This is an optimization exercise on Yosys and OpenROAD, whose aim is small area, a short achievable clock period and few clock cycles, not a production implementation. Function was checked by simulation only, so behaviour that the tests miss may differ from the original. No activity file was given, so power comes from the tool's default toggle rates.

Design ss_pipeline, start of the top module:
module ss_pipeline (
	input  logic         clock,
	input  logic         reset,
	output logic [7:0]   imem_addr,
	input  logic [47:0]  imem_data,
	output logic [2:0]   commit_valid,
	output logic [23:0]  commit_pc,
	output logic [2:0]   commit_wr_en,
	output logic [8:0]   commit_rd,
	output logic [47:0]  commit_data,
	output logic [2:0]   commit_stop,
	output logic         halted
);
	logic [2:0]  rs1, rs2;
	logic [15:0] rd1, rd2;
	logic [7:0]  reg_nz;
	logic [1:0]  d_valid, d_halt;
	logic        d_wr, d_alu, d_sub, d_pred;
	logic [7:0]  d_pc;
	logic [5:0]  d_rd;
	logic [15:0] d_a, d_b;
	logic [15:0] sum;
	logic        zero;
	logic        x_wr, x_miss;
	logic [1:0]  c_valid, c_stop;
	logic        c_wr_en;
	logic [7:0]  c_pc;
	logic [5:0]  c_rd;
	logic [15:0] c_data;
	assign x_wr   = d_valid[0] && d_wr;
	assign x_miss = d_pred && zero;
	fetch_unit u_fetch (
		.clock     (clock),
		.reset     (reset),
		.imem_addr (imem_addr),
		.instr     (imem_data[31:0]),
		.rs1       (rs1),
		.rs2       (rs2),
		.rd1       (rd1),
		.rd2       (rd2),
		.reg_nz    (reg_nz),
		.x_wr      (x_wr),
		.x_rd      (d_rd[2:0]),
		.x_sum     (sum),
		.x_zero    (zero),
		.x_miss    (x_miss),
		.x_alt     (d_pc + 8'd2),
		.d_valid   (d_valid),
		.d_pc      (d_pc),
		.d_rd      (d_rd),
		.d_wr      (d_wr),
		.d_alu     (d_alu),
		.d_sub     (d_sub),
		.d_halt    (d_halt),
		.d_a       (d_a),
		.d_b       (d_b),
		.d_pred    (d_pred)
	);
	reg_file u_reg_file (
		.clock   (clock),
		.reset   (reset),
		.wr_en   (x_wr),
		.wr_rd   (d_rd[2:0]),
		.wr_data (sum),
		.wr_zero (zero),
		.rs1     (rs1),
		.rs2     (rs2),
		.rd1     (rd1),
		.rd2     (rd2),
		.nz      (reg_nz)
	);
	exec_stage u_exec (
		.d_sub (d_sub),
		.d_a   (d_a),
		.d_b   (d_b),
		.sum   (sum),
		.zero  (zero)
	);
	always_ff @(posedge clock) begin
		c_valid <= d_valid;
		c_pc    <= d_pc;
		c_wr_en <= d_alu;
		c_rd    <= d_rd;
		c_data  <= d_alu ? sum : 16'd0;
  ...
clock: 6.0 ns
lec_check: 0
cap_margin: 20
core_margin: 2
core_utilization: 40
setup_slack_margin: 3
slew_margin: 20
standard.sh (not shown) runs the stock make flow with config.mk's settings and CLKGATE_MAP_FILE= SYNTH_SCRIPT=/design/flow/synth_recipe.tcl, a recipe that flattens the netlist after the stock synthesis.
==> flow/flow/run.sh <==
#!/bin/bash
# The standard layout (standard synthesis, floorplan, placement, CTS,
# routing), except that the port buffers placed before global placement
# are sky130_fd_sc_hd__buf_4 rather than the flow's default choice (a
# clkdlybuf4s50 delay buffer), which is slow on the input and output
# paths. Make's full output goes to flow_make.log in this folder; ORFS
# keeps each step's log under orfs/logs.
set -euo pipefail
bash standard.sh "BUFFER_PORTS_ARGS=-buffer_cell sky130_fd_sc_hd__buf_4" finish > flow_make.log 2>&1
The baseline passed the timing, DRC and antenna checks.
Testbench counts at the start, summed over its fixed seeds: cycles 7,372.
==> next run, changes <==
==> flow/run.sh (new file) <==
#!/bin/bash
# synth_recipe.tcl (not shown) runs the flow's synth.tcl, then flattens the netlist and writes it again
# the make line also repeats each setting of config.mk as NAME=value (left out here)
make -C /OpenROAD-flow-scripts/flow DESIGN_CONFIG=/design/flow/config.mk WORK_HOME=/design/flow/orfs CLKGATE_MAP_FILE= SYNTH_SCRIPT=/design/flow/synth_recipe.tcl finish
- SETUP_SLACK_MARGIN: 3 -> 3.2
removed: flow/flow/run.sh
removed: flow/standard.sh
Effect: Design area rises by 7.5%; worst setup slack gains 0.026 ns; non-clock buffer count grows by 44; clock-buffer cell count does not change; die area does not change; final cell count climbs by 2.6%; routed wire length grows by 3.1%.
==> next run, changes <==
- SETUP_SLACK_MARGIN: 3.2 -> 3.0
- clock-buffer cell count is lower by 3
- sequential cell count stays the same
- worst setup slack got worse by 0.11 ns
- wire length is lower by 2.4%
- sequential power stays flat
- sequential share of layout area is higher by 1.3 points
- via count is lower by 1.1%
- fmax is lower by 3.5%
- hold slack hardly moves
- die area stays the same
- design area is lower by 4.6%
==> next run, changes <==
==> flow/flow/run.sh (new file) <==
#!/bin/bash
# The standard layout (standard synthesis, floorplan, placement, CTS,
# routing), except that the port buffers placed before global placement
# are sky130_fd_sc_hd__buf_2 rather than the flow's default choice (a
# clkdlybuf4s50 delay buffer), which is slow on the input and output
# paths. Make's full output goes to flow_make.log in this folder; ORFS
# keeps each step's log under orfs/logs.
set -euo pipefail
bash standard.sh "BUFFER_PORTS_ARGS=-buffer_cell sky130_fd_sc_hd__buf_2" finish > flow_make.log 2>&1
==> flow/standard.sh (new file) <==
#!/bin/bash
# synth_recipe.tcl (not shown) runs the flow's synth.tcl, then flattens the netlist and writes it again
# the make line also repeats each setting of config.mk as NAME=value (left out here)
make -C /OpenROAD-flow-scripts/flow DESIGN_CONFIG=/design/flow/config.mk WORK_HOME=/design/flow/orfs CLKGATE_MAP_FILE= SYNTH_SCRIPT=/design/flow/synth_recipe.tcl "${@:-finish}"
- SETUP_SLACK_MARGIN: 3.0 -> 3
removed: flow/run.sh
Sequential cell count does not change.
Clock skew increases by 0.0055 ns.
Power hardly moves.
==> next run, changes <==
- SETUP_SLACK_MARGIN: 3 -> 3.2
Result: The new run produced a clean layout; area after synthesis is unchanged; final area climbs by a few percent; clock skew goes down by 0.011 ns; power is about the same.

-- static timing again, ports no longer ideal --
The flow's constraints put no driver on any port. The routed layouts listed below were extracted and timed again, unchanged, in two steps. Step 1 sets driving cells, clkbuf_16 on the clock port and buf_2 on the other inputs (assumed; they add their load-dependent delay and slew). Step 2, shift: input delay + t, output delay - t, t = (earliest + latest rising clock arrival at the registers) / 2. This alone moves slack from input paths to output paths. Three values: ideal, step 1, step 2; two values: the first two.
run	t (ns)	setup slack, ns	latest minus earliest clock arrival (ns)	cell pins on the clock port's net
the first run	0.567	3.082 / 2.987 / 2.420	0.011 / 0.011	1
the second run	0.571	3.108 / 3.056 / 2.539	0.011 / 0.011	1
the third run	0.562	3.001 / 3.015 / 2.452	0.015 / 0.015	1
the fourth run	0.570	3.058 / 3.011 / 2.518	0.021 / 0.021	1
the fifth run	0.564	3.111 / 3.088 / 2.561	0.013 / 0.014	1
After both steps setup and hold are still met in every run listed. The setup slack of the first run, which loses most, moves by -0.095 ns with the drivers and by -0.662 ns with both steps.
